Context: an optimization exercise on an open-source flow, tuned for small area, a short achievable clock period and few clock cycles. The choices shown serve that exercise and are no tape-out recipe. RTL that was checked went through simulation tests only; none was proved equivalent to the original. For runs 1 to 4, only the layout was checked, not whether the RTL still works. No activity file was given, so power comes from the tool's default toggle rates.

**flow/design.v**
```verilog
package obj_pkg;
    localparam int OBJ_MAX_DEF  = 64;
    localparam int LINE_MAX_DEF = 8;
    localparam int OBJ_H_DEF    = 16;
    localparam int OBJ_W     = 29;
    localparam int X_LSB     = 0;
    localparam int Y_LSB     = 8;
    localparam int CODE_LSB  = 16;
    localparam int COL_LSB   = 24;
    localparam int FLIPH_BIT = 27;
    localparam int FLIPV_BIT = 28;
    typedef struct packed {
        logic [3:0]       row;
        logic [OBJ_W-1:0] word;
    } lst_entry_t;
    typedef enum logic {
        S_IDLE,
        S_SCAN
    } scan_state_t;
endpackage
module obj_line_fifo #(
    parameter int DEPTH = 8,
    parameter int WIDTH = 33
) (
    input  logic             clk,
    input  logic             rst,
    input  logic             clr,       
    input  logic             load,      
    input  logic             any,       
    input  logic             pop,       
    input  logic             last,      
    input  logic [DEPTH-1:0] wr_oh,     
    input  logic [WIDTH-1:0] wdata,     
    output logic [WIDTH-1:0] head
);
    logic [WIDTH-1:0] mem [1:DEPTH-1];
    logic [DEPTH-1:0] nxt_oh;           
    logic [WIDTH-1:0] nxt_mem;
    logic             nxt_now;          
    always_ff @(posedge clk) begin
        for (int k = 1; k < DEPTH; k++)
            if (wr_oh[k]) mem[k] <= wdata;
    end
    always_comb begin
        nxt_mem = '0;
        for (int k = 1; k < DEPTH; k++)
            nxt_mem = nxt_mem | (mem[k] & {WIDTH{nxt_oh[k]}});
    end
    assign nxt_now = |(nxt_oh & wr_oh);
    always_ff @(posedge clk) begin
        if (rst || clr) begin
            nxt_oh <= DEPTH'(2);
        end else if (pop) begin
            nxt_oh <= nxt_oh << 1;
        end
    end
    always_ff @(posedge clk) begin
        if (rst) begin
            head <= '0;
        end else if (load) begin
            head <= any ? wdata : '0;
        end else if (pop) begin
            if (last)         head <= '0;
            else if (nxt_now) head <= wdata;
            else              head <= nxt_mem;
        end
    end
endmodule
module obj_line_scan #(
    parameter int OBJ_MAX  = obj_pkg::OBJ_MAX_DEF,
    parameter int LINE_MAX = obj_pkg::LINE_MAX_DEF,
    parameter int OBJ_H    = obj_pkg::OBJ_H_DEF
) (
    input  logic        CLK20,
    input  logic        RESET,
    input  logic        DMCS,
    input  logic [28:0] DO,
    input  logic [7:0]  V,
    input  logic        HBDn,
    input  logic        VB,
    input  logic        LST_RD,
    output logic [32:0] LST_DATA,
    output logic        LST_EMPTY,
    output logic [3:0]  LST_CNT,
    output logic        LST_RDY,
    output logic        OVF
);
    localparam int AW = $clog2(OBJ_MAX);
    localparam int CW = $clog2(OBJ_MAX + 1);
    localparam int W  = obj_pkg::OBJ_W;
    localparam int YL = obj_pkg::Y_LSB;
    localparam int NC = LINE_MAX + 1;           
    logic [W-1:0]  obj_table [OBJ_MAX];
    logic [CW-1:0] obj_cnt;
    logic [AW-1:0] wr_idx;
    logic          vb_q, hbdn_q;
    logic          vb_rise, hb_fall, wr_en, start;
    assign vb_rise = VB & ~vb_q;
    assign hb_fall = hbdn_q & ~HBDn;
    assign start   = hb_fall & ~VB;
    assign wr_en   = DMCS & (vb_rise | (obj_cnt != CW'(OBJ_MAX)));
    assign wr_idx  = vb_rise ? '0 : obj_cnt[AW-1:0];
    always_ff @(posedge CLK20) begin
        for (int i = 0; i < OBJ_MAX; i++)
            if (wr_en && wr_idx == AW'(i)) obj_table[i] <= DO;
    end
    always_ff @(posedge CLK20) begin
        if (RESET) begin
            vb_q    <= 1'b0;
            hbdn_q  <= 1'b1;
            obj_cnt <= '0;
        end else begin
            vb_q   <= VB;
            hbdn_q <= HBDn;
            if (vb_rise)    obj_cnt <= wr_en ? CW'(1) : '0;
            else if (wr_en) obj_cnt <= obj_cnt + CW'(1);
        end
    end
    logic [7:0]         tgt_in, tgt;
    logic [3:0]         tgt_hm;
    logic [OBJ_MAX-1:0] hit_now;
    assign tgt_in = V + 8'd1;
    assign tgt_hm = tgt_in[7:4] - 4'd1;
    always_comb begin
        for (int i = 0; i < OBJ_MAX; i++) begin
            logic [7:0] y;
            logic       brw;
            y   = obj_table[i][YL +: 8];
            brw = tgt_in[3:0] < y[3:0];
            hit_now[i] = (brw ? (y[7:4] == tgt_hm) : (y[7:4] == tgt_in[7:4]))
                         && (CW'(i) < obj_cnt);
        end
    end
    logic [OBJ_MAX-1:0]  hmask;      
    logic [OBJ_MAX-1:0]  first;      
    logic [OBJ_MAX-1:0]  below;      
    logic [W-1:0]        word_sel;
    logic [3:0]          d_sel, row_sel;
    logic [LINE_MAX-1:0] ext_oh;     
    logic                pend;       
    always_comb begin
        logic [OBJ_MAX-1:0] p;
        p = hmask;
        for (int s = 1; s < OBJ_MAX; s = s * 2)
            for (int i = 0; i < OBJ_MAX; i++)
                if ((i / s) % 2 == 1) p[i] = p[i] | p[(i / s) * s - 1];
        below = {p[OBJ_MAX-2:0], 1'b0};
    end
    assign first = hmask & ~below;
    always_comb begin
        word_sel = '0;
        for (int i = 0; i < OBJ_MAX; i++)
            word_sel = word_sel | (obj_table[i] & {W{first[i]}});
    end
    assign d_sel   = tgt[3:0] - word_sel[YL +: 4];
    assign row_sel = word_sel[obj_pkg::FLIPV_BIT] ? ~d_sel : d_sel;
    always_ff @(posedge CLK20) begin
        if (RESET) begin
            hmask  <= '0;
            ext_oh <= '0;
            pend   <= 1'b0;
            tgt    <= '0;
        end else if (start) begin
            hmask  <= hit_now;
            ext_oh <= LINE_MAX'(1);
            pend   <= 1'b1;
            tgt    <= tgt_in;
        end else begin
            hmask  <= hmask & ~first;
            ext_oh <= ext_oh << 1;
            pend   <= 1'b0;
        end
    end
    logic [NC:1] ge;
    always_comb begin
        logic [NC:0] t [2*OBJ_MAX];
        for (int i = 0; i < OBJ_MAX; i++) t[OBJ_MAX + i] = {(NC - 1)'(0), hmask[i], 1'b1};
        for (int i = OBJ_MAX - 1; i >= 1; i--) begin
            t[i] = (NC + 1)'(1);
            for (int k = 1; k <= NC; k++)
                for (int a = 0; a <= k; a++)
                    t[i][k] = t[i][k] | (t[2*i][a] & t[2*i+1][k-a]);
        end
        ge = t[1][NC:1];
    end
    logic [3:0] ncnt;                
    always_comb begin
        ncnt = '0;
        for (int k = 1; k <= LINE_MAX; k++)
            if (ge[k] && !(k < LINE_MAX && ge[k+1])) ncnt = 4'(k);
    end
    logic [3:0] lcnt;
    logic       lempty, lrdy, pop;
    logic       ovf;
    assign pop = LST_RD & ~lempty;
    always_ff @(posedge CLK20) begin
        if (RESET) begin
            lrdy   <= 1'b0;
            lempty <= 1'b1;
            lcnt   <= '0;
        end else if (start) begin
            lrdy   <= 1'b0;
            lempty <= 1'b1;
        end else if (pend) begin
            lrdy   <= 1'b1;
            lcnt   <= ncnt;
            lempty <= ~ge[1];
        end else if (pop) begin
            lcnt   <= lcnt - 4'd1;
            lempty <= (lcnt == 4'd1);
        end
    end
    always_ff @(posedge CLK20) begin
        if (RESET || start) ovf <= 1'b0;
        else if (pend)      ovf <= ge[NC];
    end
    assign OVF = ovf;
    assign LST_EMPTY = lempty;
    assign LST_CNT   = lcnt;
    assign LST_RDY   = lrdy;
    obj_line_fifo #(
        .DEPTH (LINE_MAX),
        .WIDTH (4 + W)
    ) u_fifo (
        .clk   (CLK20),
        .rst   (RESET),
        .clr   (start),
        .load  (pend),
        .any   (ge[1]),
        .pop   (pop),
        .last  (lcnt == 4'd1),
        .wr_oh (ext_oh),
        .wdata ({row_sel, word_sel}),
        .head  (LST_DATA)
    );
endmodule
```
**flow/run.sh**
```bash
#!/bin/bash
# synth_recipe.tcl (not shown) runs the flow's synth.tcl, then flattens the netlist and writes it again
# the make line also repeats each setting of config.mk as NAME=value (left out here)
make -C /OpenROAD-flow-scripts/flow DESIGN_CONFIG=/design/flow/config.mk WORK_HOME=/design/flow/orfs CLKGATE_MAP_FILE= SYNTH_SCRIPT=/design/flow/synth_recipe.tcl finish
```
**flow/config.mk**
```make
export PLATFORM = sky130hd
export DESIGN_NAME = obj_line_scan
export DESIGN_NICKNAME = obj_line_scan
export VERILOG_FILES = /design/flow/design.v
export SDC_FILE = /design/flow/constraint.sdc
export NUM_CORES = 4
export LEC_CHECK = 0
export CAP_MARGIN = 20
export CORE_MARGIN = 2
export CORE_UTILIZATION = 45
export SETUP_SLACK_MARGIN = 4.8
export SLEW_MARGIN = 20
```
**flow/constraint.sdc**
```tcl
create_clock -name core_clock -period 8.0 [get_ports {CLK20}]
set_input_delay 1.6000 -clock core_clock [delete_from_list [all_inputs] [get_ports {CLK20}]]
set_output_delay 1.6000 -clock core_clock [all_outputs]
set_load 0.01 [all_outputs]
```
==> results.txt, run 1 <==
mux share of post-synthesis cell area = 1.30%
post-synth top area cell = edfxtp_1
Slew @ Worst Pin = 1.32 ns
Seq/Total Area, Yosys = 68.8%
Routed Antenna Nets = 0
PnR worst setup slack = 2.90 ns
Post-DP HPWL = 216 mm
WHS Path Cells = 2
Worst path top cell family by delay = simple AND/OR/NAND/NOR gates
clock skew = 0.0489 ns
gr usage total = 35.0%
flop2flop setup slack = 2.90 ns
Achievable Freq = 196 MHz
gpl congestion = 0.936
hold slack = 0.473 ns
hold crit path type = reg2reg
Clock transition at path regs = 0.06 ns
Core ar. = 210000 sq um
synth unique cells = 92
Final TNS setup = 0 ns
largest family of logic cells by synthesized area = compound AO/OA/AOI/OAI gates
CTS Buffer Depth = 3
Vias per Instance = 6.81
Hold-fix buffers, CTS = 0
Reg2Reg Depth = 21
CP Capture Type = flop
Die ar. = 215000 sq um
Synth Warn # = 5
Die Width = 463 um
total power = 25.0 mW
RR Endpoint = u_fifo.head[32]
initial antenna violation count = 16
Routed WL = 391 mm
RSZ-0062 raised after global routing = true
outcome = complete, no violations
Post-Synth Simple-Gate Area = 7.61%
first-pass GRT wire length = 529 mm
Mean Syn Cell Area = 14.3 sq um
Main synth FF type = edfxtp_1
WP buf/inv = 5
Worst slew margin = 12.0%
WL per Instance = 37.3 um
Tmin final = 5.10 ns
vias in the first global route = 66000
Post-Place Cells = 9347
Sink Count = 2219
largest net degree at the start of global routing = 65
Ports = 83
H-tree depth = 4
final slew viol count = 0
Max IR drop VDD = 0.210 mV
layout net count = 7736
critical path fanouts, max = 9
WHS Endpoint = lrdy
CTS Buf Count = 217
crit-path max cell delay = 0.58 ns
LEAKAGE = 42.3 nW
Fin. Hold Viols = 0
Synth Area in Compound Gates = 14.3%
crit-path cells = buf_12, buf_16, buf_4, buf_4, nand3b_1, a21oi_1, a221oi_1, nand3_1, a2111oi_4, and3_1, nand4_1, nor3_2, nand3_2, inv_2, ha_4, a21oi_4, xor2_2, xnor2_2, xnor2_2, o21ai_1, a311oi_1
initial cell density of the core = 45.3%
CP Data Arrival Time = 5.92 ns
Slowest-stage cell, CP = a2111oi_4
worst slack at placement = 1.46 ns
CTS tree = yes
post-synth design cell area = 94900 sq um
post-synthesis register bit count = 2219
EDFF count, synth = 2087
Worst-Skew Late Latency = 0.92 ns
Startpoint Class = flop
iteration count of the initial detailed-routing pass = 10
site row count = 168
WP data required = 8.81 ns
syn nets = 6880
max-cap violations = 0
synth top area cells = edfxtp_1, a22oi_1, dfxtp_1
critical path type = reg2reg
XOR/XNOR Fraction of Synth Area = 2.66%
Die Span Y = 463 um
post-synth top area share = 66.0%
period utilization = 63.8%
Syn Inst Count = 6635
Remaining DRCs = 0
1st-iter DRT viols = 12900
Post-Synth Adder-Cell Area = 2.70%
pwr/cell area = 202 nW/um^2
via count = 71400
Reg-to-Reg Start = hmask[1]
total grt overflow = 0
Area Overhead vs Synth = 30.5%
ys async rst share = 0%
layout cells sized above 1 = 30.7%
Post-Layout Cell Count = 10500
hold_sp = lrdy
I/O Buffers = 82
CTS root buffer = clkbuf_16
Final setup viols = 0
-- logic make-up (layout without fill, tap and decap cells) --
logic type | after synthesis | count (layout)
AOI/OAI and AO/OA | 1753 | 1753
buffers and inverters | 635 | 1660
DFF | 2219 | 2219
and+or+nand+nor | 1412 | 1425
adders and majority gates | 205 | 205
muxes | 123 | 123
xor gates and xnor gates | 288 | 288
other | 0 | 4
-- metal layers --
metal  GRT usage [%]  wire (um)
met5               0         79
met4            19.9      27800
met3            7.71      49700
met2            52.3     171000
met1            47.2     143000
-- registers in the layout (all words and copies together) (netlist names) --
signal         cells
hmask             64
u_fifo.mem       231
u_fifo.nxt_oh      7
obj_cnt            7
obj_table       1856
hbdn_q             1
ext_oh             8
ovf                1
lempty             1
lcnt               4
tgt                4
vb_q               1
lrdy               1
u_fifo.head       33
-- where the power goes --
group,switching (mW),internal (mW)
clock network,4.55,5.64
registers,0.0192,12.7
logic,1.25,0.870
total,5.82,19.2
-- Yosys cell counts, types with 19 or more instances --
library cell / n
edfxtp_1: 2087
a22oi_1: 417
nor2_1: 383
nand2_1: 339
clkbuf_1: 308
inv_1: 232
ha_1: 201
a21oi_1: 198
a222oi_1: 183
a221oi_1: 169
xnor2_1: 151
nand3_1: 148
xor2_1: 137
o21ai_0: 135
nand4_1: 134
dfxtp_1: 132
mux2i_1: 121
nor3_1: 104
a22o_1: 90
o22ai_1: 76
nand2b_1: 75
a211oi_1: 74
a21boi_0: 68
o211ai_1: 67
o2111ai_1: 54
buf_2: 53
o32ai_1: 44
a31oi_1: 38
nor4_1: 38
buf_1: 31
and3_1: 30
nor4_2: 22
and2_1: 19
-- layout make-up --
| class | instances | area (sq um) |
|---|---|---|
| fill | 15700 | 85700 |
| sequential | 2219 | 65500 |
| multi-input combinational | 3794 | 34700 |
| timing repair buffer | 1025 | 12300 |
| clock buffer | 298 | 5920 |
| tap | 2805 | 3510 |
| clock inverter | 103 | 1070 |
| inverter | 234 | 905 |
| antenna | 4 | 10.0 |
-- how the worst max path moves through the flow --
stage | slack (ns) | cells past startpoint | from | to
3_3_place_gp | 1.42 | 20 | hmask[0] | u_fifo.head[32]
4_1_cts | 3.19 | 23 | hmask[1] | u_fifo.head[32]
5_1_grt | 2.84 | 19 | hmask[8] | u_fifo.head[32]
6_report | 2.90 | 21 | hmask[1] | u_fifo.head[32]
2_1_floorplan | 3.53 | 22 | hmask[0] | u_fifo.head[32]
3_5_place_dp | 1.46 | 19 | hmask[24] | u_fifo.head[32]
-- worst reg2reg max path, stage by stage, from the launching register on --
cell and delay (ns):
dfxtp_4 0.40, buf_12 0.14, buf_16 0.12, buf_4 0.11, buf_4 0.25, nand3b_1 0.21
a21oi_1 0.10, a221oi_1 0.29, nand3_1 0.28, a2111oi_4 0.59, and3_1 0.29, nand4_1 0.29
nor3_2 0.31, nand3_2 0.20, inv_2 0.12, ha_4 0.21, a21oi_4 0.16, xor2_2 0.19
xnor2_2 0.11, xnor2_2 0.29, o21ai_1 0.11, a311oi_1 0.27
-- cells in the final DEF (no fill, tap or decap), types with 45 or more instances in the layout --
cell / Yosys / final
buf_6: 8 / 229
nor2_4: 0 / 90
a221oi_1: 169 / 99
a21oi_4: 0 / 69
clkbuf_16: 0 / 232
ha_1: 201 / 117
buf_12: 0 / 119
nor3_1: 104 / 78
nor2_1: 383 / 277
a22oi_1: 417 / 398
nand4_1: 134 / 134
clkbuf_1: 308 / 68
nand3_1: 148 / 112
dfxtp_1: 132 / 57
a21boi_0: 68 / 50
o22ai_1: 76 / 75
ha_4: 0 / 84
o21ai_2: 0 / 45
nand2b_1: 75 / 53
a22o_1: 90 / 88
mux2i_1: 121 / 95
buf_4: 1 / 472
inv_1: 232 / 226
xnor2_1: 151 / 125
edfxtp_1: 2087 / 2087
buf_16: 0 / 71
a21oi_1: 198 / 88
xor2_1: 137 / 103
o21ai_1: 1 / 49
a221oi_2: 2 / 57
o211ai_1: 67 / 67
a222oi_1: 183 / 183
nand2_1: 339 / 309
-- per-stage QoR --
step | util [%] | cell area [sq um]
3_5_place_dp | 48.4 | 101000
2_1_floorplan | - | 96600
5_1_grt | 59.1 | 124000
4_1_cts | 57.3 | 120000
3_3_place_gp | 48.2 | 101000
6_report | 59.1 | 124000
-- timing repair --
item	in CTS	in global routing
buffers inserted	500	149
setup endpoints to repair	2108	1007
resized for setup	1226	496
pin swaps	517	385
gates cloned	72	8
==> run 2: changes to the inputs <==
--- a/flow/design.v
+++ b/flow/design.v
@@ -36,6 +36,6 @@
     logic [WIDTH-1:0] mem [1:DEPTH-1];
     logic [DEPTH-1:0] nxt_oh;           
-    logic [WIDTH-1:0] nxt_mem;
-    logic             nxt_now;          
+    logic [WIDTH-1:0] nxt_mem, other;
+    logic             take_w, upd;
     always_ff @(posedge clk) begin
         for (int k = 1; k < DEPTH; k++)
@@ -47,22 +47,13 @@
             nxt_mem = nxt_mem | (mem[k] & {WIDTH{nxt_oh[k]}});
     end
-    assign nxt_now = |(nxt_oh & wr_oh);
     always_ff @(posedge clk) begin
-        if (rst || clr) begin
-            nxt_oh <= DEPTH'(2);
-        end else if (pop) begin
-            nxt_oh <= nxt_oh << 1;
-        end
-    end
+        if (rst || clr) nxt_oh <= DEPTH'(2);
+        else if (pop)   nxt_oh <= nxt_oh << 1;
+    end
+    assign take_w = ~rst & (load ? any : (pop & ~last & |(nxt_oh & wr_oh)));
+    assign upd    = rst | load | pop;
+    assign other  = (rst | load | last) ? '0 : nxt_mem;
     always_ff @(posedge clk) begin
-        if (rst) begin
-            head <= '0;
-        end else if (load) begin
-            head <= any ? wdata : '0;
-        end else if (pop) begin
-            if (last)         head <= '0;
-            else if (nxt_now) head <= wdata;
-            else              head <= nxt_mem;
-        end
+        if (upd) head <= take_w ? wdata : other;
     end
 endmodule
@@ -91,4 +82,6 @@
     localparam int YL = obj_pkg::Y_LSB;
     localparam int NC = LINE_MAX + 1;           
+    localparam int GS = 8;                      
+    localparam int NG = OBJ_MAX / GS;
     logic [W-1:0]  obj_table [OBJ_MAX];
     logic [CW-1:0] obj_cnt;
@@ -117,9 +110,24 @@
         end
     end
+    logic [OBJ_MAX-1:0] valid;
+    always_comb begin
+        for (int i = 0; i < OBJ_MAX; i++) begin
+            logic gt, eq;
+            gt = 1'b0;
+            eq = 1'b1;
+            for (int b = CW - 1; b >= 0; b--) begin
+                gt = gt | (eq & obj_cnt[b] & ~((i >> b) & 1));
+                eq = eq & ~(obj_cnt[b] ^ ((i >> b) & 1));
+            end
+            valid[i] = gt;
+        end
+    end
     logic [7:0]         tgt_in, tgt;
     logic [3:0]         tgt_hm;
     logic [OBJ_MAX-1:0] hit_now;
-    assign tgt_in = V + 8'd1;
-    assign tgt_hm = tgt_in[7:4] - 4'd1;
+    always_comb begin
+        for (int b = 0; b < 8; b++) tgt_in[b] = V[b] ^ (&(V | ~8'((1 << b) - 1)));
+        for (int b = 0; b < 4; b++) tgt_hm[b] = tgt_in[4 + b] ^ ~(|(tgt_in[7:4] & 4'((1 << b) - 1)));
+    end
     always_comb begin
         for (int i = 0; i < OBJ_MAX; i++) begin
@@ -127,32 +135,51 @@
             logic       brw;
             y   = obj_table[i][YL +: 8];
-            brw = tgt_in[3:0] < y[3:0];
-            hit_now[i] = (brw ? (y[7:4] == tgt_hm) : (y[7:4] == tgt_in[7:4]))
-                         && (CW'(i) < obj_cnt);
+            brw = 1'b0;
+            for (int b = 0; b < 4; b++)
+                brw = (~tgt_in[b] & y[b]) | (~(tgt_in[b] ^ y[b]) & brw);
+            hit_now[i] = (brw ? (y[7:4] == tgt_hm) : (y[7:4] == tgt_in[7:4])) & valid[i];
         end
     end
     logic [OBJ_MAX-1:0]  hmask;      
+    logic [OBJ_MAX-1:0]  lsel;       
+    logic [NG-1:0]       gany, gsel;
     logic [OBJ_MAX-1:0]  first;      
-    logic [OBJ_MAX-1:0]  below;      
+    logic [W-1:0]        gword [NG];
     logic [W-1:0]        word_sel;
-    logic [3:0]          d_sel, row_sel;
+    logic [3:0]          row_sel;
     logic [LINE_MAX-1:0] ext_oh;     
     logic                pend;       
     always_comb begin
-        logic [OBJ_MAX-1:0] p;
-        p = hmask;
-        for (int s = 1; s < OBJ_MAX; s = s * 2)
-            for (int i = 0; i < OBJ_MAX; i++)
-                if ((i / s) % 2 == 1) p[i] = p[i] | p[(i / s) * s - 1];
-        below = {p[OBJ_MAX-2:0], 1'b0};
-    end
-    assign first = hmask & ~below;
-    always_comb begin
+        for (int g = 0; g < NG; g++) begin
+            logic seen;
+            seen = 1'b0;
+            for (int j = 0; j < GS; j++) begin
+                lsel[g*GS + j] = hmask[g*GS + j] & ~seen;
+                seen = seen | hmask[g*GS + j];
+            end
+            gany[g] = seen;
+        end
+        for (int g = 0; g < NG; g++) gsel[g] = gany[g] & ~(|(gany & NG'((1 << g) - 1)));
+        for (int i = 0; i < OBJ_MAX; i++) first[i] = lsel[i] & gsel[i / GS];
+    end
+    always_comb begin
+        for (int g = 0; g < NG; g++) begin
+            gword[g] = '0;
+            for (int j = 0; j < GS; j++)
+                gword[g] = gword[g] | (obj_table[g*GS + j] & {W{lsel[g*GS + j]}});
+        end
         word_sel = '0;
-        for (int i = 0; i < OBJ_MAX; i++)
-            word_sel = word_sel | (obj_table[i] & {W{first[i]}});
-    end
-    assign d_sel   = tgt[3:0] - word_sel[YL +: 4];
-    assign row_sel = word_sel[obj_pkg::FLIPV_BIT] ? ~d_sel : d_sel;
+        for (int g = 0; g < NG; g++) word_sel = word_sel | (gword[g] & {W{gsel[g]}});
+    end
+    always_comb begin
+        logic [3:0] y;
+        logic       brw;
+        y   = word_sel[YL +: 4];
+        brw = 1'b0;
+        for (int b = 0; b < 4; b++) begin
+            row_sel[b] = tgt[b] ^ y[b] ^ brw ^ word_sel[obj_pkg::FLIPV_BIT];
+            brw = (~tgt[b] & y[b]) | (~(tgt[b] ^ y[b]) & brw);
+        end
+    end
     always_ff @(posedge CLK20) begin
         if (RESET) begin
==> run 2 against run 1 <==
Effect of this change:
- first-iteration DRC count decreased by 18%
- flip-flop and latch count unchanged
- setup slack improved by 0.87 ns
- die area increased by 0.10%
- sequential share of layout area increased by 2.7 points
- power decreased by 3.6%
- register-to-register slack improved by 0.87 ns
- clock-buffer cell count decreased by 33
- critical path depth decreased by 4
- utilization decreased by 2.7 points
- via count decreased by 4.0%
==> results.txt, run 2 <==
Main synth FF type = edfxtp_1
post-synth design cell area = 95000 sq um
layout net count = 7647
hold slack = 0.461 ns
Clock transition at path regs = 0.06 ns
biggest regs = obj_table x1856, u_fifo.mem x231, hmask x64
WP data required = 8.70 ns
initial antenna violation count = 14
Worst slew margin = 18.5%
Ports = 83
Vias per Instance = 6.58
FILL cells = 16800
WHS Endpoint = tgt[0]
vias in the first global route = 63500
CTS tree = yes
placed instance area = 100000 sq um
Sink Count = 2219
I/O Buffers = 82
Reg2Reg Depth = 17
Tmin final = 4.24 ns
Largest Register = obj_table
CTS Buf Count = 221
hold_sp = tgt[0]
CP Capture Type = flop
Syn Inst Count = 6847
site row count = 168
iteration count of the initial detailed-routing pass = 10
Achievable Freq = 236 MHz
Seq. cell area = 65800 sq um
pwr/cell area = 204 nW/um^2
hold crit path type = reg2reg
Startpoint Class = flop
source of the critical timing path = hmask[19]
Fin. Hold Viols = 0
1st-iter DRT viols = 10600
Reg-to-Reg Start = hmask[19]
H-tree depth = 4
Synth Warn # = 6
post-synth top area share = 67.0%
Final setup viols = 0
post-synthesis register bit count = 2219
Post-DP HPWL = 201 mm
critical path fanouts, max = 6
most frequent cells in the layout = edfxtp_1, nand2_1, nor2_1, buf_4, a22oi_1
CTS Buffer Depth = 3
Finished Cell Area = 118000 sq um
Slew @ Worst Pin = 1.22 ns
synth unique cells = 86
largest net degree at the start of global routing = 68
CP Data Arrival Time = 4.93 ns
CTS root buffer = clkbuf_16
max reg flops = 1856
critical path type = reg2reg
syn nets = 7091
Core ar. = 210000 sq um
WHS Path Cells = 2
total grt overflow = 0
outcome = complete, no violations
max-cap violations = 0
Die ar. = 215000 sq um
Die Span Y = 463 um
Max IR drop VDD = 0.235 mV
initial cell density of the core = 45.3%
Routed Antenna Nets = 0
gr usage total = 31.4%
Mean Syn Cell Area = 13.9 sq um
PnR worst setup slack = 3.76 ns
most frequent cell after synthesis = edfxtp_1
Synth top cells by count = edfxtp_1, nand2_1, nor2_1
Seq/Total Area, Yosys = 69.1%
post-synth top area cell = edfxtp_1
Die Width = 463 um
via count = 68500
LEAKAGE = 37.8 nW
Multi-input gate area = 33400 sq um
Routed WL = 354 mm
WL per Instance = 34.0 um
clock skew = 0.0616 ns
ys async rst share = 0%
worst slack at placement = 1.84 ns
synth top area cells = edfxtp_1, ha_1, a222oi_1
RR Endpoint = u_fifo.head[31]
Remaining DRCs = 0
layout cells sized above 1 = 24.2%
period utilization = 53.0%
gpl congestion = 0.980
most common cell after layout, fill and taps aside = edfxtp_1
EDFF count, synth = 2120
RSZ-0062 raised after global routing = true
final slew viol count = 0
Final TNS setup = 0 ns
first-pass GRT wire length = 483 mm
Worst-Skew Late Latency = 0.94 ns
flop2flop setup slack = 3.76 ns
Area Overhead vs Synth = 24.7%
[run 2: changes by cell type after synthesis, sizes merged, moves of 79 or more]
cell,delta
mux2i,-116
a31oi,+79
a22oi,-127
nand2,+265
a21oi,+153
nor2,+104
inv,-203
nand4,-91
o21ai,+159
a22o,-88
[run 2: timing repair]
item,in CTS,in global routing
setup endpoints to repair,2230,777
pin swaps,202,208
gates cloned,88,20
hold buffers,0,0
endpoints found under the hold margin,0,0
resized for setup,900,356
buffers inserted,219,176
[run 2: layout make-up]
type                            count  share of cell area (%)
Clock inverter                    155                    1.24
Multi-Input combinational cell   4211                    28.2
Sequential cell                  2219                    55.5
Tap cell                         2805                    2.96
Clock buffer                      265                    4.84
Timing Repair Buffer              718                    7.09
Antenna cell                        3                 0.00634
Inverter                           32                   0.131
[run 2: layer usage]
metal | global-route usage (%) | wire, um | vias to the layer above | part of all wire (%)
li1 | - | - | 28900 | -
met1 | 45.4 | 143000 | 34800 | 41
met2 | 46.5 | 154000 | 4159 | 44
met3 | 5.83 | 38300 | 656 | 11
met4 | 13.3 | 18100 | 2 | 5.1
met5 | 0 | 13 | - | 0.0037
[run 2: through the flow]
stage / util, % / std cells / power, mW
finish: 56.5 / 10400 / 24.1
global route: 56.5 / 10400 / 24.7
CTS: 54.7 / 10200 / 24.1
detailed placement: 47.7 / 9482 / 13.9
global placement: 47.7 / 9478 / 13.8
floorplan: - / 6847 / 13.4
[run 2: critical path, stage by stage, from the launching register on]
cell     delay [ns]
dfxtp_4        0.37
or4_4          0.64
nor2_4         0.21
nand2_2        0.11
nor2_4         0.23
nand4_1        0.21
buf_12         0.21
buf_12         0.13
a31oi_4        0.22
nor4_4         0.10
nand4_1        0.15
nor3_4         0.06
buf_12         0.14
fa_2           0.34
inv_2          0.06
fa_2           0.46
xor2_4         0.19
a21o_1         0.18
[run 2: worst max path at each step]
stage          slack [ns]               to
6_report             3.76  u_fifo.head[31]
5_1_grt              3.73  u_fifo.head[31]
4_1_cts              3.82  u_fifo.head[32]
3_5_place_dp         1.84  u_fifo.head[31]
3_3_place_gp         1.89  u_fifo.head[31]
2_1_floorplan        3.67         hmask[7]
[run 2: cell families after synthesis]
| group | share of synthesized area [%] |
|---|---|
| fa+ha+maj | 2.76 |
| compound gates | 15.6 |
| flops | 69.1 |
| xor+xnor | 2.47 |
| buf+inv | 1.92 |
| mux | 0.171 |
| simple gates | 8.01 |
[run 2: power by group]
part           leakage (nW)  total, mW  internal, mW  switching, mW
clock network          3.49       10.3          5.72           4.61
registers              20.1       12.7          12.7         0.0193
logic                  14.3       1.04         0.310          0.732
total                  37.8       24.1          18.8           5.36
==> run 3: changes to the inputs <==
--- a/flow/design.v
+++ b/flow/design.v
@@ -84,7 +84,6 @@
     localparam int GS = 8;                      
     localparam int NG = OBJ_MAX / GS;
-    logic [W-1:0]  obj_table [OBJ_MAX];
+    logic [OBJ_MAX-1:0][W-1:0] obj_table;
     logic [CW-1:0] obj_cnt;
-    logic [AW-1:0] wr_idx;
     logic          vb_q, hbdn_q;
     logic          vb_rise, hb_fall, wr_en, start;
@@ -93,8 +92,6 @@
     assign start   = hb_fall & ~VB;
     assign wr_en   = DMCS & (vb_rise | (obj_cnt != CW'(OBJ_MAX)));
-    assign wr_idx  = vb_rise ? '0 : obj_cnt[AW-1:0];
-    always_ff @(posedge CLK20) begin
-        for (int i = 0; i < OBJ_MAX; i++)
-            if (wr_en && wr_idx == AW'(i)) obj_table[i] <= DO;
+    always_ff @(posedge CLK20) begin
+        if (wr_en) obj_table <= {obj_table[OBJ_MAX-2:0], DO};
     end
     always_ff @(posedge CLK20) begin
@@ -127,6 +124,15 @@
     logic [OBJ_MAX-1:0] hit_now;
     always_comb begin
-        for (int b = 0; b < 8; b++) tgt_in[b] = V[b] ^ (&(V | ~8'((1 << b) - 1)));
-        for (int b = 0; b < 4; b++) tgt_hm[b] = tgt_in[4 + b] ^ ~(|(tgt_in[7:4] & 4'((1 << b) - 1)));
+        logic cy, bw;
+        cy = 1'b1;
+        for (int b = 0; b < 8; b++) begin
+            tgt_in[b] = V[b] ^ cy;
+            cy        = cy & V[b];
+        end
+        bw = 1'b1;
+        for (int b = 0; b < 4; b++) begin
+            tgt_hm[b] = tgt_in[4 + b] ^ bw;
+            bw        = bw & ~tgt_in[4 + b];
+        end
     end
     always_comb begin
@@ -154,5 +160,5 @@
             logic seen;
             seen = 1'b0;
-            for (int j = 0; j < GS; j++) begin
+            for (int j = GS - 1; j >= 0; j--) begin
                 lsel[g*GS + j] = hmask[g*GS + j] & ~seen;
                 seen = seen | hmask[g*GS + j];
@@ -160,5 +166,12 @@
             gany[g] = seen;
         end
-        for (int g = 0; g < NG; g++) gsel[g] = gany[g] & ~(|(gany & NG'((1 << g) - 1)));
+        begin
+            logic gseen;
+            gseen = 1'b0;
+            for (int g = NG - 1; g >= 0; g--) begin
+                gsel[g] = gany[g] & ~gseen;
+                gseen   = gseen | gany[g];
+            end
+        end
         for (int i = 0; i < OBJ_MAX; i++) first[i] = lsel[i] & gsel[i / GS];
     end
@@ -194,5 +207,6 @@
             tgt    <= tgt_in;
         end else begin
-            hmask  <= hmask & ~first;
+            hmask  <= wr_en ? {hmask[OBJ_MAX-2:0] & ~first[OBJ_MAX-2:0], 1'b0}
+                            : hmask & ~first;
             ext_oh <= ext_oh << 1;
             pend   <= 1'b0;
==> run 3 against run 2 <==
Effect of this change:
- wire length down 3.8%
- sequential share of layout area about the same
- global-route usage down 1.2 points
- first-iteration DRC count up 7.8%
- area after synthesis up 0.57%
- power up 11%
- clock-buffer cell count up 7
==> results.txt, run 3 <==
outcome = complete, no violations
Synth Area in Compound Gates = 17.0%
max reg flops = 1856
CTS tree = yes
Clock transition at path regs = 0.06 ns
hold crit path type = reg2reg
Die ar. = 216000 sq um
largest net degree at the start of global routing = 169
Seq/Total Area, Yosys = 68.7%
Final setup viols = 0
RSZ-0062 raised after global routing = true
XOR/XNOR Fraction of Synth Area = 2.50%
I/O Buffers = 82
gpl congestion = 0.949
Final TNS setup = 0 ns
Ports = 83
Post-Synth Adder-Cell Area = 2.92%
first-pass GRT wire length = 475 mm
source of the critical timing path = hmask[6]
Mean Syn Cell Area = 13.8 sq um
mux share of post-synthesis cell area = 0.0681%
syn nets = 7163
layout cells sized above 1 = 23.9%
LEAKAGE = 39.6 nW
Largest Register = obj_table
most frequent cell after synthesis = edfxtp_1
Synth top cells by count = edfxtp_1, nand2_1, a21oi_1
CTS root buffer = clkbuf_16
Startpoint Class = flop
top sig layer = met5
Area Overhead vs Synth = 24.1%
Reg-to-Reg Start = hmask[6]
Remaining DRCs = 0
1st-iter DRT viols = 11400
Post-Synth Simple-Gate Area = 6.91%
critical path type = reg2reg
Post-Place Cells = 9511
crit-path cells = buf_4, nor4_4, nand2b_1, nor3b_4, buf_12, a222oi_1, a21oi_2, nor3_2, nand4_1, or4_4, ha_4, inv_2, fa_2, inv_2, fa_2, xor2_2, xnor2_2, a21o_1
FILL cells = 16600
Routed WL = 340 mm
synth unique cells = 92
CP Capture Type = flop
most common cell after layout, fill and taps aside = edfxtp_1
crit-path max cell delay = 0.85 ns
WL per Instance = 32.7 um
Die Span Y = 465 um
most frequent cells in the layout = edfxtp_1, nand2_1, a22oi_1, buf_4, o21ai_0
hold_sp = obj_table[992]
initial cell density of the core = 45.1%
site row count = 169
post-synth top area cell = edfxtp_1
via count = 69700
Max IR drop VDD = 0.245 mV
synth top area cells = edfxtp_1, a22oi_1, ha_1
total power = 26.8 mW
ys async rst share = 0%
Core ar. = 212000 sq um
H-tree depth = 4
Post-Layout Cell Count = 10400
Die Width = 465 um
CP Data Arrival Time = 5.12 ns
max-cap violations = 0
Synth Warn # = 5
biggest regs = obj_table x1856, u_fifo.mem x231, hmask x64
met2 WL = 151 mm
Finished Cell Area = 119000 sq um
critical path fanouts, max = 5
post-synth design cell area = 95500 sq um
post-synthesis register bit count = 2219
CTS Buffer Depth = 3
Slew @ Worst Pin = 1.18 ns
iteration count of the initial detailed-routing pass = 10
clock skew = 0.0986 ns
flop2flop setup slack = 3.51 ns
Worst-Skew Late Latency = 0.90 ns
post-synth top area share = 66.6%
CTS Buf Count = 221
Post-DP HPWL = 197 mm
Sink Count = 2219
total grt overflow = 0
Seq. cell area = 65800 sq um
initial antenna violation count = 8
period utilization = 56.2%
Tmin final = 4.49 ns
Hold-fix buffers, CTS = 0
Multi-input gate area = 32900 sq um
# diodes = 0
Main synth FF type = edfxtp_1
Routed Antenna Nets = 0
final slew viol count = 0
Achievable Freq = 223 MHz
Fin. Hold Viols = 0
Worst slew margin = 20.4%
gr usage total = 30.2%
placed instance area = 99800 sq um
final core occ = 56.0%
layout net count = 7636
Vias per Instance = 6.70
pwr/cell area = 226 nW/um^2
EDFF count, synth = 2120
met3 wire length = 35.0 mm
Slowest-stage cell, CP = a222oi_1
largest family of logic cells by synthesized area = compound AO/OA/AOI/OAI gates
WP data required = 8.63 ns
Syn Inst Count = 6913
vias in the first global route = 65000
met1 wire length = 131 mm
[run 3: through the flow]
step,setup WS (ns),hold slack [ns]
finish,3.51,0.425
global route,3.52,0.430
CTS,3.66,0.416
detailed placement,1.78,0.433
global placement,1.06,0.429
floorplan,0.704,0.422
[run 3: layout make-up]
| cell class | instances | area share [%] |
|---|---|---|
| clock buffer | 272 | 4.95 |
| tap | 2821 | 2.98 |
| inverter | 29 | 0.165 |
| multi-input combinational | 4206 | 27.8 |
| clock inverter | 140 | 1.18 |
| sequential | 2219 | 55.5 |
| timing repair buffer | 705 | 7.42 |
| timing repair inverter | 4 | 0.0338 |
[run 3: final timing paths]
check / cells past startpoint / to
min reg2reg: 0 / obj_table[1021]
max reg2reg: 18 / u_fifo.head[32]
min: 0 / obj_table[1021]
max: 18 / u_fifo.head[32]
[run 3: power by group]
group / leakage (nW) / internal, mW / switching (mW) / total, mW
registers: 21.4 / 13.4 / 0.441 / 13.8
clock network: 3.55 / 5.90 / 4.64 / 10.5
logic: 14.6 / 0.984 / 1.43 / 2.42
total: 39.6 / 20.3 / 6.51 / 26.8
[run 3: worst max-delay path: cells and delay by family (launching register included)]
family,cells,cell delay [ns]
flip-flops,1,0.37
XOR/XNOR,2,0.37
AND/OR/NAND/NOR,6,1.28
AO/OA/AOI/OAI,3,1.16
buffers and inverters,4,0.35
adder cells (fa/ha/maj),3,0.73
[run 3: repair_timing]
item                                    4_1_cts  5_1_grt
gates resized for setup                    1224      301
endpoints found under the setup margin     2234     1392
pin swaps                                   390      238
gates cloned                                 54        9
setup buffers                               315       95
[run 3: metal layers]
| layer | GRT usage [%] | vias to the layer above |
|---|---|---|
| met3 | 5.91 | 844 |
| li1 | - | 29000 |
| met2 | 45.5 | 4406 |
| met4 | 17.0 | 8 |
| met5 | 0 | - |
| met1 | 40.9 | 35400 |
[run 3: cell families after synthesis]
family / count (synthesis)
compound gates: 2283
simple gates: 1421
buf+inv: 488
mux: 4
flops: 2219
fa+ha+maj: 225
xor+xnor: 273
==> run 4: changes to the inputs <==
--- a/flow/design.v
+++ b/flow/design.v
@@ -77,5 +77,4 @@
     output logic        OVF
 );
-    localparam int AW = $clog2(OBJ_MAX);
     localparam int CW = $clog2(OBJ_MAX + 1);
     localparam int W  = obj_pkg::OBJ_W;
@@ -84,4 +83,6 @@
     localparam int GS = 8;                      
     localparam int NG = OBJ_MAX / GS;
+    localparam int CS = 16;                     
+    localparam int NCG = OBJ_MAX / CS;
     logic [OBJ_MAX-1:0][W-1:0] obj_table;
     logic [CW-1:0] obj_cnt;
@@ -152,8 +153,8 @@
     logic [OBJ_MAX-1:0]  first;      
     logic [W-1:0]        gword [NG];
-    logic [W-1:0]        word_sel;
-    logic [3:0]          row_sel;
-    logic [LINE_MAX-1:0] ext_oh;     
-    logic                pend;       
+    logic [W-1:0]        word_sel, word_q;
+    logic [LINE_MAX-1:0] a_oh;       
+    logic [LINE_MAX-1:0] b_oh;       
+    logic                pend1, pend2;
     always_comb begin
         for (int g = 0; g < NG; g++) begin
@@ -185,37 +186,64 @@
         for (int g = 0; g < NG; g++) word_sel = word_sel | (gword[g] & {W{gsel[g]}});
     end
+    always_ff @(posedge CLK20) begin
+        if (RESET) begin
+            hmask <= '0;
+            a_oh  <= '0;
+            b_oh  <= '0;
+            pend1 <= 1'b0;
+            pend2 <= 1'b0;
+            tgt   <= '0;
+        end else begin
+            if (start) begin
+                hmask <= hit_now;
+                tgt   <= tgt_in;
+            end else if (wr_en) begin
+                hmask <= {hmask[OBJ_MAX-2:0] & ~first[OBJ_MAX-2:0], 1'b0};
+            end else begin
+                hmask <= hmask & ~first;
+            end
+            a_oh  <= start ? LINE_MAX'(1) : a_oh << 1;
+            b_oh  <= start ? '0 : a_oh;
+            pend1 <= start;
+            pend2 <= pend1 & ~start;
+        end
+    end
+    always_ff @(posedge CLK20) begin
+        word_q <= word_sel;
+    end
+    logic [3:0] row_q;
     always_comb begin
         logic [3:0] y;
         logic       brw;
-        y   = word_sel[YL +: 4];
+        y   = word_q[YL +: 4];
         brw = 1'b0;
         for (int b = 0; b < 4; b++) begin
-            row_sel[b] = tgt[b] ^ y[b] ^ brw ^ word_sel[obj_pkg::FLIPV_BIT];
+            row_q[b] = tgt[b] ^ y[b] ^ brw ^ word_q[obj_pkg::FLIPV_BIT];
             brw = (~tgt[b] & y[b]) | (~(tgt[b] ^ y[b]) & brw);
         end
     end
-    always_ff @(posedge CLK20) begin
-        if (RESET) begin
-            hmask  <= '0;
-            ext_oh <= '0;
-            pend   <= 1'b0;
-            tgt    <= '0;
-        end else if (start) begin
-            hmask  <= hit_now;
-            ext_oh <= LINE_MAX'(1);
-            pend   <= 1'b1;
-            tgt    <= tgt_in;
-        end else begin
-            hmask  <= wr_en ? {hmask[OBJ_MAX-2:0] & ~first[OBJ_MAX-2:0], 1'b0}
-                            : hmask & ~first;
-            ext_oh <= ext_oh << 1;
-            pend   <= 1'b0;
-        end
-    end
+    logic [NC:1] cg [NCG];
+    logic [NC:1] cg_q [NCG];
     logic [NC:1] ge;
     always_comb begin
-        logic [NC:0] t [2*OBJ_MAX];
-        for (int i = 0; i < OBJ_MAX; i++) t[OBJ_MAX + i] = {(NC - 1)'(0), hmask[i], 1'b1};
-        for (int i = OBJ_MAX - 1; i >= 1; i--) begin
+        for (int g = 0; g < NCG; g++) begin
+            logic [NC:0] t [2*CS];
+            for (int i = 0; i < CS; i++) t[CS + i] = {(NC - 1)'(0), hmask[g*CS + i], 1'b1};
+            for (int i = CS - 1; i >= 1; i--) begin
+                t[i] = (NC + 1)'(1);
+                for (int k = 1; k <= NC; k++)
+                    for (int a = 0; a <= k; a++)
+                        t[i][k] = t[i][k] | (t[2*i][a] & t[2*i+1][k-a]);
+            end
+            cg[g] = t[1][NC:1];
+        end
+    end
+    always_ff @(posedge CLK20) begin
+        for (int g = 0; g < NCG; g++) cg_q[g] <= cg[g];
+    end
+    always_comb begin
+        logic [NC:0] t [2*NCG];
+        for (int g = 0; g < NCG; g++) t[NCG + g] = {cg_q[g], 1'b1};
+        for (int i = NCG - 1; i >= 1; i--) begin
             t[i] = (NC + 1)'(1);
             for (int k = 1; k <= NC; k++)
@@ -243,5 +271,5 @@
             lrdy   <= 1'b0;
             lempty <= 1'b1;
-        end else if (pend) begin
+        end else if (pend2) begin
             lrdy   <= 1'b1;
             lcnt   <= ncnt;
@@ -254,5 +282,5 @@
     always_ff @(posedge CLK20) begin
         if (RESET || start) ovf <= 1'b0;
-        else if (pend)      ovf <= ge[NC];
+        else if (pend2)     ovf <= ge[NC];
     end
     assign OVF = ovf;
@@ -267,10 +295,10 @@
         .rst   (RESET),
         .clr   (start),
-        .load  (pend),
+        .load  (pend2),
         .any   (ge[1]),
         .pop   (pop),
         .last  (lcnt == 4'd1),
-        .wr_oh (ext_oh),
-        .wdata ({row_sel, word_sel}),
+        .wr_oh (b_oh),
+        .wdata ({row_q, word_q}),
         .head  (LST_DATA)
     );
==> run 4 against run 3 <==
Effect of this change:
- worst hold slack improved by 0.0029 ns
- first-iteration DRC count down 7.3%
- final cell count is 3.9% lower
- global-route usage down 3.3 points
- setup slack gained 0.62 ns
- flip-flop and latch count rose by 67
==> results.txt, run 4 <==
vias in the first global route = 61600
period utilization = 48.4%
Fin. Hold Viols = 0
final slew viol count = 0
synth top area cells = edfxtp_1, dfxtp_1, a22oi_1
post-synth top area cell = edfxtp_1
Mean Syn Cell Area = 14.2 sq um
Startpoint Class = primary input
Routed WL = 304 mm
M3 GR Usage = 5.25%
total grt overflow = 0
Vias per Instance = 6.58
gr usage total = 26.8%
Die Span Y = 467 um
Seq/Total Area, Yosys = 69.4%
critical path type = in2reg
post-synthesis register bit count = 2286
Slew @ Worst Pin = 1.10 ns
Core ar. = 214000 sq um
Die Width = 467 um
Tmin final = 3.87 ns
RSZ-0062 raised after global routing = true
1st-iter DRT viols = 10600
Post-Place Cells = 9415
Routed Antenna Nets = 0
Synth top cells by count = edfxtp_1, nand2_1, a22oi_1
largest net degree at the start of global routing = 163
CTS tree = yes
layout net count = 7198
max-cap violations = 0
Syn Inst Count = 6812
placed instance area = 101000 sq um
LEAKAGE = 36.8 nW
most frequent cells in the layout = edfxtp_1, nand2_1, a22oi_1, a21oi_1, o21ai_0
Remaining DRCs = 0
pwr/cell area = 244 nW/um^2
Clock transition at path regs = 0.06 ns
clock share of power = 40.3%
via count = 65700
post-synth design cell area = 96500 sq um
synth unique cells = 89
most common cell after layout, fill and taps aside = edfxtp_1
Worst slew margin = 26.5%
gpl congestion = 0.915
Achievable Freq = 258 MHz
I/O Buffers = 82
GR peak layer = met2
P_sw = 6.56 mW
Area Overhead vs Synth = 16.5%
biggest regs = obj_table x1856, u_fifo.mem x231, hmask x64
Ports = 83
H-tree depth = 4
combinational share of power = 7.6%
Synth Warn # = 11
Final TNS setup = 0 ns
Final setup viols = 0
WL per Instance = 30.4 um
Internal = 20.8 mW
Die ar. = 218000 sq um
Worst-Skew Late Latency = 0.89 ns
outcome = complete, no violations
post-synth top area share = 65.9%
CTS Buffer Depth = 3
ys async rst share = 0%
EDFF count, synth = 2120
Main synth FF type = edfxtp_1
CTS root buffer = clkbuf_16
CTS Buf Count = 224
max reg flops = 1856
Seq pwr share = 52.1%
syn nets = 7062
CP Capture Type = flop
first-pass GRT wire length = 431 mm
Post-DP HPWL = 184 mm
critical path fanouts, max = 6
Finished Cell Area = 112000 sq um
CP Data Arrival Time = 4.60 ns
Sink Count = 2286
met1 Use GR = 37.8%
WP data required = 8.72 ns
initial antenna violation count = 20
grt met2 use = 40.0%
Post-Layout Cell Count = 9987
layout cells sized above 1 = 14.3%
iteration count of the initial detailed-routing pass = 10
Switching Share = 24.0%
hold crit path type = reg2reg
Max IR drop VDD = 0.259 mV
Largest Register = obj_table
initial cell density of the core = 45.1%
clock skew = 0.0782 ns
most frequent cell after synthesis = edfxtp_1
site row count = 170
[run 4: cell count changes after synthesis, sizes merged, moves of 36 or more]
cell,previous run,this run
a21o,101,25
a21oi,428,293
a222oi,185,225
a31o,66,21
a31oi,82,256
dfxtp,99,166
nand2,638,533
nor2,295,259
o21ai,383,307
o22ai,110,44
xor2,9,129
[run 4: path summary, 6_finish.rpt]
path / from / end / slack, ns / depth (start not counted)
setup reg to reg: hmask[55] / word_q[18] / 4.69 / 12
hold / removal: obj_table[1737] / obj_table[1766] / 0.43 / 0
hold reg to reg: obj_table[1737] / obj_table[1766] / 0.43 / 0
setup / recovery: V[0] / hmask[47] / 4.13 / 19
[run 4: routing by layer]
layer / part of all wire, % / wire, um
met1: 40 / 121000
met2: 44 / 135000
met3: 11 / 32600
met4: 5.2 / 15700
met5: 0.021 / 64
[run 4: layout make-up]
class                      count  area [sq um]
multi-input combinational   4020         29300
antenna                        4          10.0
timing repair buffer         389          4670
clock inverter               140          1700
clock buffer                 283          6020
fill                       17500        102000
tap                         2838          3550
sequential                  2286         67000
inverter                      27           153
[run 4: cells by family (layout without fill, tap and decap cells)]
| group | count (synthesis) | count (layout) | share of synthesized area [%] |
|---|---|---|---|
| and+or+nand+nor | 1292 | 1293 | 6.34 |
| AOI/OAI and AO/OA | 2088 | 2088 | 15.5 |
| adders and majority gates | 227 | 227 | 2.91 |
| DFF | 2286 | 2286 | 69.4 |
| other | 0 | 4 | 0 |
| muxes | 40 | 40 | 0.456 |
| xor gates and xnor gates | 372 | 372 | 3.38 |
| buffers and inverters | 507 | 839 | 2.07 |
[run 4: through the flow]
stage / power (mW) / hold WS [ns] / worst slack, ns / utilization (%)
3_3_place_gp: 16.1 / 0.411 / 1.37 / 47.1
3_5_place_dp: 16.2 / 0.420 / 1.34 / 47.1
4_1_cts: 27.4 / 0.419 / 4.23 / 52.0
2_1_floorplan: 15.5 / 0.406 / 0.859 / -
5_1_grt: 28.2 / 0.425 / 4.08 / 52.5
6_report: 27.4 / 0.428 / 4.13 / 52.5
[run 4: critical path: stages]
cell        delay [ns]
buf_8             0.10
ha_4              0.15
ha_4              0.16
ha_4              0.21
ha_4              0.19
ha_4              0.27
clkinvlp_4        0.13
ha_4              0.19
ha_4              0.18
xor2_4            0.17
buf_6             0.15
buf_12            0.13
buf_16            0.15
buf_4             0.14
xnor2_2           0.13
nor4_2            0.05
a41oi_1           0.17
nor3_1            0.06
a22o_1            0.22
[run 4: repair_timing]
action / in CTS / in global routing
setup buffers: 85 / 29
gates resized for setup: 397 / 162
hold buffers: 0 / 0
endpoints found under the setup margin: 1868 / 793
pin swaps: 109 / 87
cloned: 22 / 9
[run 4: power groups by stage]
stage	combinational, mW	clock (mW)	sequential (mW)
5_1_grt	2.22	11.7	14.3
6_report	2.09	11.0	14.3
3_5_place_dp	1.70	0	14.5
3_3_place_gp	1.67	0	14.5
4_1_cts	1.95	11.2	14.2
2_1_floorplan	1.11	0	14.4
==> run 5: changes to the inputs <==
--- a/flow/design.v
+++ b/flow/design.v
@@ -124,16 +124,11 @@
     logic [3:0]         tgt_hm;
     logic [OBJ_MAX-1:0] hit_now;
-    always_comb begin
-        logic cy, bw;
-        cy = 1'b1;
-        for (int b = 0; b < 8; b++) begin
-            tgt_in[b] = V[b] ^ cy;
-            cy        = cy & V[b];
-        end
-        bw = 1'b1;
-        for (int b = 0; b < 4; b++) begin
-            tgt_hm[b] = tgt_in[4 + b] ^ bw;
-            bw        = bw & ~tgt_in[4 + b];
-        end
+    assign tgt_in[0] = ~V[0];
+    assign tgt_hm[0] = ~tgt_in[4];
+    for (genvar b = 1; b < 8; b++) begin : g_inc
+        assign tgt_in[b] = V[b] ^ (&V[b-1:0]);
+    end
+    for (genvar b = 1; b < 4; b++) begin : g_dec
+        assign tgt_hm[b] = tgt_in[4 + b] ^ ~(|tgt_in[4 +: b]);
     end
     always_comb begin
==> run 5 against run 4 <==
Effect of this change:
- still clean on timing, DRC and antenna
- critical path type unchanged
- sequential share of layout area shrank 0.20 points
- largest power group unchanged
- non-clock buffer count shrank 16
- critical path depth shrank 5
- setup slack improved by 0.42 ns
- flip-flop and latch count unchanged
- first-iteration DRC count is 8.5% lower
- highest routed layer unchanged
- final cell count fell by 0.21%
==> results.txt, run 5 <==
outcome = complete, no violations
Routed Antenna Nets = 0
layout net count = 7166
synth top area cells = edfxtp_1, a22oi_1, dfxtp_1
Ports = 83
period utilization = 43.2%
Slowest-stage cell, CP = or4_1
CP Data Arrival Time = 4.27 ns
biggest regs = obj_table x1856, u_fifo.mem x231, hmask x64
Vias per Instance = 6.45
Core ar. = 214000 sq um
Mean Syn Cell Area = 14.3 sq um
Routed WL = 293 mm
clock skew = 0.0362 ns
worst slack at placement = 1.53 ns
Tmin final = 3.46 ns
first-pass GRT wire length = 421 mm
Slew @ Worst Pin = 1.21 ns
Area Overhead vs Synth = 16.9%
Finished Cell Area = 113000 sq um
CTS tree = yes
most used cell, CP = ha_4
Startpoint Class = primary input
vias in the first global route = 60500
Die ar. = 218000 sq um
PnR worst setup slack = 4.54 ns
post-synthesis register bit count = 2286
final slew viol count = 0
via count = 64300
synth unique cells = 82
crit-path cells = buf_12, ha_4, and3_4, ha_4, xor2_4, inv_8, ha_4, ha_4, buf_12, buf_12, mux2i_4, xor2_1, or4_1, o22ai_1
max reg flops = 1856
LEAKAGE = 37.4 nW
post-synth top area share = 66.0%
gr usage total = 25.9%
Worst slew margin = 18.7%
max-cap violations = 0
Syn Inst Count = 6771
Die Span Y = 467 um
Remaining DRCs = 0
1st-iter DRT viols = 9675
most frequent cells in the layout = edfxtp_1, nand2_1, a22oi_1, clkbuf_16, a221oi_1
Worst path top cell family by delay = adder cells
post-synth design cell area = 96500 sq um
hold slack = 0.421 ns
post-synth top area cell = edfxtp_1
crit-path max cell delay = 0.50 ns
CTS root buffer = clkbuf_16
initial antenna violation count = 13
Achievable Freq = 289 MHz
Synth Warn # = 11
WP buf/inv = 4
CTS Buffer Depth = 3
layout cells sized above 1 = 15.1%
I/O Buffers = 82
Final TNS setup = 0 ns
Max IR drop VDD = 0.224 mV
Seq/Total Area, Yosys = 69.4%
Post-DP HPWL = 175 mm
hold crit path type = reg2reg
iteration count of the initial detailed-routing pass = 10
CTS Buf Count = 225
syn nets = 7018
critical path fanouts, max = 7
initial cell density of the core = 45.1%
RSZ-0062 raised after global routing = true
total grt overflow = 0
Largest Register = obj_table
Worst-Skew Late Latency = 0.89 ns
FILL cells = 17600
WP data required = 8.81 ns
Synth top cells by count = edfxtp_1, nand2_1, a22oi_1
Main synth FF type = edfxtp_1
Sink Count = 2286
Die Width = 467 um
total power = 27.9 mW
gpl congestion = 0.918
critical path type = in2reg
pwr/cell area = 247 nW/um^2
most frequent cell after synthesis = edfxtp_1
EDFF count, synth = 2120
CP Capture Type = flop
Fin. Hold Viols = 0
site row count = 170
placed instance area = 101000 sq um
Hold-fix buffers, CTS = 0
Final setup viols = 0
ys async rst share = 0%
most common cell after layout, fill and taps aside = edfxtp_1
largest net degree at the start of global routing = 209
WL per Instance = 29.4 um
Clock transition at path regs = 0.07 ns
H-tree depth = 4
## run 5: cell types whose count changed after synthesis, sizes merged, moves of 58 or more
cell    previous run  this run
a21oi            293       213
mux2i              8        70
a22oi            390       448
nand2            533       593
nor2             259       199
a222oi           225       134
xor2             129       187
## run 5: layout make-up
cell class / count / area [sq um] / area share, %
sequential: 2286 / 67000 / 59.4
multi-input combinational: 3999 / 30100 / 26.7
clock buffer: 292 / 6040 / 5.36
timing repair buffer: 373 / 4380 / 3.88
tap: 2838 / 3550 / 3.15
clock inverter: 126 / 1440 / 1.28
inverter: 30 / 180 / 0.160
antenna: 18 / 45.0 / 0.0399
timing repair inverter: 4 / 35.0 / 0.0311
## run 5: cell families (layout without fill, tap and decap cells)
logic type | after synthesis | in the layout | share of synthesized area, %
compound gates | 2019 | 2019 | 15.2
other cells | 0 | 18 | 0
flops | 2286 | 2286 | 69.4
simple gates | 1271 | 1271 | 6.05
xor+xnor | 385 | 386 | 3.49
fa+ha+maj | 221 | 221 | 2.84
buf+inv | 487 | 825 | 1.93
mux | 102 | 102 | 1.10
## run 5: what timing repair did
action	4_1_cts	5_1_grt
pin swaps	78	87
setup endpoints to repair	1946	715
setup buffers	85	19
resized for setup	450	194
cloned	19	10
## run 5: path summary, 6_finish.rpt
| path | to | start | cells past startpoint | slack (ns) |
|---|---|---|---|---|
| setup reg to reg | hmask[10] | hmask[39] | 7 | 4.74 |
| hold reg to reg | b_oh[1] | b_oh[0] | 1 | 0.42 |
| setup / recovery | hmask[13] | V[0] | 14 | 4.54 |
| hold / removal | b_oh[1] | b_oh[0] | 1 | 0.42 |
## run 5: worst register-to-register path, cell delays in order, from the launching register on
cell	delay, ns
dfxtp_2	0.41
or4_4	0.67
nor4_4	0.62
nand2_2	0.31
nor3_2	0.51
a311oi_1	0.21
o21ai_0	0.29
o41ai_1	0.12
## run 5: metrics by stage
| step | utilization [%] | instances |
|---|---|---|
| 2_1_floorplan | - | 6771 |
| 3_3_place_gp | 47.2 | 9396 |
| 3_5_place_dp | 47.2 | 9396 |
| 4_1_cts | 52.1 | 9918 |
| 5_1_grt | 52.7 | 9956 |
| 6_report | 52.7 | 9966 |
## run 5: routing by layer
metal / routed length [um] / part of all wire (%) / global-route usage [%]
met1: 124000 / 42 / 37.8
met2: 128000 / 44 / 38.0
met3: 30200 / 10 / 5.92
met4: 10300 / 3.5 / 8.98
met5: 42 / 0.014 / 0
## run 5: where the power goes
part           total (mW)  leakage (nW)  switching, mW  internal (mW)
clock                10.8          3.64           4.66           6.15
combinational        2.70          11.7           1.75          0.959
sequential           14.4          22.0          0.497           13.9
Testbench counts of run 5, summed over its fixed seeds: cycles 5,256.
==> run 6: changes to the inputs <==
--- a/flow/config.mk
+++ b/flow/config.mk
@@ -8,5 +8,7 @@
 export CAP_MARGIN = 20
 export CORE_MARGIN = 2
-export CORE_UTILIZATION = 45
+export CORE_UTILIZATION = 60
+export CTS_CLUSTER_DIAMETER = 100
+export CTS_CLUSTER_SIZE = 20
 export SETUP_SLACK_MARGIN = 4.8
 export SLEW_MARGIN = 20
==> run 6 against run 5 <==
Effect of this change:
- register-to-register slack lost 0.02 ns
- wire length grew 8.4%
- sequential share of layout area grew 1.4 points
- combinational power grew 9.6%
- clock power shrank 34%
==> results.txt, run 6 <==
WL per Instance = 34.6 um
initial cell density of the core = 60.3%
max reg flops = 1856
LEAKAGE = 36.4 nW
CP Data Arrival Time = 4.18 ns
most frequent cell after synthesis = edfxtp_1
iteration count of the initial detailed-routing pass = 7
syn nets = 7018
Seq/Total Area, Yosys = 69.4%
Seq pwr share = 58.7%
WHS Path Cells = 0
placed instance area = 100000 sq um
biggest regs = obj_table x1856, u_fifo.mem x231, hmask x64
CTS Buf Count = 132
critical path type = in2reg
gpl congestion = 0.928
synth top area cells = edfxtp_1, a22oi_1, dfxtp_1
Final TNS setup = 0 ns
Startpoint Class = primary input
Seq. cell area = 67000 sq um
ys async rst share = 0%
Die ar. = 164000 sq um
H-tree depth = 4
Mean Syn Cell Area = 14.3 sq um
I/O Buffers = 82
Sink Count = 2286
initial antenna violation count = 26
vias in the first global route = 60300
CTS tree = yes
Hold-fix buffers, CTS = 0
Die Span Y = 405 um
Core ar. = 160000 sq um
crit-path cells = buf_12, ha_4, and3_4, buf_4, nand3_1, xor2_4, buf_8, mux2i_1, xor2_1, or4_1, o22ai_2
CTS root buffer = clkbuf_16
Routed Antenna Nets = 0
Routed WL = 317 mm
Slew @ Worst Pin = 1.16 ns
most frequent cells in the layout = edfxtp_1, nand2_1, a22oi_1, a31oi_1, a221oi_1
layout net count = 7175
max-cap violations = 0
Post-DP HPWL = 182 mm
gr usage total = 37.1%
Worst-Skew Late Latency = 0.83 ns
Tmin final = 3.44 ns
final slew viol count = 0
Remaining DRCs = 0
Syn Inst Count = 6771
first-pass GRT wire length = 437 mm
clock share of power = 29.2%
Synth top cells by count = edfxtp_1, nand2_1, a22oi_1
post-synth design cell area = 96500 sq um
most common cell after layout, fill and taps aside = edfxtp_1
Switching Share = 26.0%
Final setup viols = 0
Vias per Instance = 7.27
post-synth top area cell = edfxtp_1
post-synth top area share = 66.0%
1st-iter DRT viols = 11500
via count = 66800
Ports = 83
combinational share of power = 12.1%
pwr/cell area = 222 nW/um^2
hold crit path type = reg2reg
Slowest-stage cell, CP = or4_1
Reg2Reg Depth = 7
period utilization = 43.0%
WP data required = 8.74 ns
post-synthesis register bit count = 2286
Largest Register = obj_table
crit-path max cell delay = 0.52 ns
outcome = complete, no violations
layout cells sized above 1 = 13.9%
Clock transition at path regs = 0.09 ns
critical path fanouts, max = 43
synth unique cells = 82
largest net degree at the start of global routing = 163
Area Overhead vs Synth = 14.1%
Multi-input gate area = 30200 sq um
total grt overflow = 0
clock skew = 0.0519 ns
CTS Buffer Depth = 3
CP Capture Type = flop
Synth Warn # = 11
Internal = 18.1 mW
EDFF count, synth = 2120
Die Width = 405 um
P_sw = 6.36 mW
FILL cells = 11000
site row count = 147
RSZ-0062 raised after global routing = true
Max IR drop VDD = 0.227 mV
Main synth FF type = edfxtp_1
Finished Cell Area = 110000 sq um
Worst slew margin = 22.4%
Achievable Freq = 291 MHz
Fin. Hold Viols = 0
run 6: changes by cell type in the layout (fill, tap and decap cells not counted), sizes merged, moves of 7 or more:
cell           delta
clkbuf           -88
buf              +80
clkinv           -72
bufinv           -27
clkdlybuf4s15    -14
dlygate4sd2      +14
bufbuf           +13
clkinvlp          -7
run 6: what timing repair did:
action,4_1_cts,5_1_grt
gates resized for setup,498,214
setup buffers,94,68
endpoints found under the setup margin,1964,685
cloned,43,16
pin swaps,85,106
run 6: metal layers:
layer	track usage, %	vias up	part of all wire [%]
met4	15.3	14	5.2
met5	0	-	0.067
met3	8.67	858	12
li1	-	27700	-
met1	54.2	33500	39
met2	53.8	4758	43
run 6: power groups by stage:
stage                     clock network [mW]  registers [mW]  logic, mW
final                                   7.15            14.4       2.96
after detailed placement                   0            14.6       2.19
after global routing                    7.60            14.4       3.08
after global placement                     0            14.6       2.15
after floorplan                            0            14.5       1.36
after CTS                               7.20            14.4       2.64
run 6: cell families after synthesis:
family / share of synthesized area [%]
flip-flops: 69.4
AO/OA/AOI/OAI: 15.2
AND/OR/NAND/NOR: 6.05
buffers and inverters: 1.93
XOR/XNOR: 3.49
adder cells (fa/ha/maj): 2.84
multiplexers: 1.10
run 6: critical path, delay by kind of cell:
kind            cells  cell delay, ns
simple gates        3            0.97
compound gates      1            0.10
xor+xnor            2            0.42
mux                 1            0.17
buf+inv             3            0.68
fa+ha+maj           1            0.15
run 6: area by class of cell:
cell class / count / area share, %
clock inverter: 14 / 0.209
clock buffer: 202 / 3.30
tap: 2160 / 2.45
multi-input combinational: 4002 / 27.4
antenna: 13 / 0.0295
timing repair inverter: 4 / 0.0318
inverter: 30 / 0.157
sequential: 2286 / 60.9
timing repair buffer: 472 / 5.55
run 6: final timing paths:
path | endpoint | slack, ns | start
hold / removal | obj_table[989] | 0.44 | obj_table[960]
setup reg to reg | word_q[11] | 4.72 | hmask[53]
setup / recovery | hmask[13] | 4.56 | V[1]
hold reg to reg | obj_table[989] | 0.44 | obj_table[960]
run 6: stage by stage:
step / cells / hold WS, ns / power, mW / utilization (%) / setup WS, ns
finish: 9183 / 0.438 / 24.5 / 68.7 / 4.56
global route: 9177 / 0.449 / 25.1 / 68.7 / 4.58
CTS: 9086 / 0.439 / 24.2 / 67.4 / 4.67
detailed placement: 8733 / 0.432 / 16.8 / 62.5 / 1.92
global placement: 8733 / 0.427 / 16.7 / 62.5 / 1.96
floorplan: 6771 / 0.406 / 15.8 / - / 0.683

-- what the ideal ports hide --
The flow's constraints put no driver on any port. The routed layouts listed below were extracted and timed again, unchanged, in two steps.
Step 1, drivers: a clkbuf_16 drives CLK20 and a buf_2 each remaining input, both assumed.
Step 2 adds t to the input delays and takes it off the output delays; t is the mean of the earliest and latest rising clock arrival at the registers after step 1. Input paths then give back, and output paths get back, about the clock's delay inside the block.
Slacks: ideal ports / drivers / drivers and shift; pairs: ideal ports / drivers.
| run | shift t [ns] | slack for setup (ns) | clock arrival spread, ns | cell pins on the clock port's net |
|---|---|---|---|---|
| run 1 | 0.982 | 2.895 / 2.895 / 2.895 | 0.050 / 0.050 | 1 |
| run 2 | 0.991 | 3.764 / 3.764 / 3.764 | 0.067 / 0.067 | 1 |
| run 3 | 0.940 | 3.508 / 3.508 / 3.399 | 0.107 / 0.108 | 1 |
| run 4 | 0.945 | 4.126 / 4.173 / 3.228 | 0.088 / 0.088 | 1 |
| run 5 | 0.963 | 4.544 / 4.580 / 3.617 | 0.036 / 0.036 | 1 |
| run 6 | 0.887 | 4.561 / 4.365 / 3.478 | 0.054 / 0.053 | 1 |
After both steps every run listed still meets setup and hold. The setup slack of run 6, which loses most, moves by -0.196 ns with the drivers and by -1.083 ns with both steps.
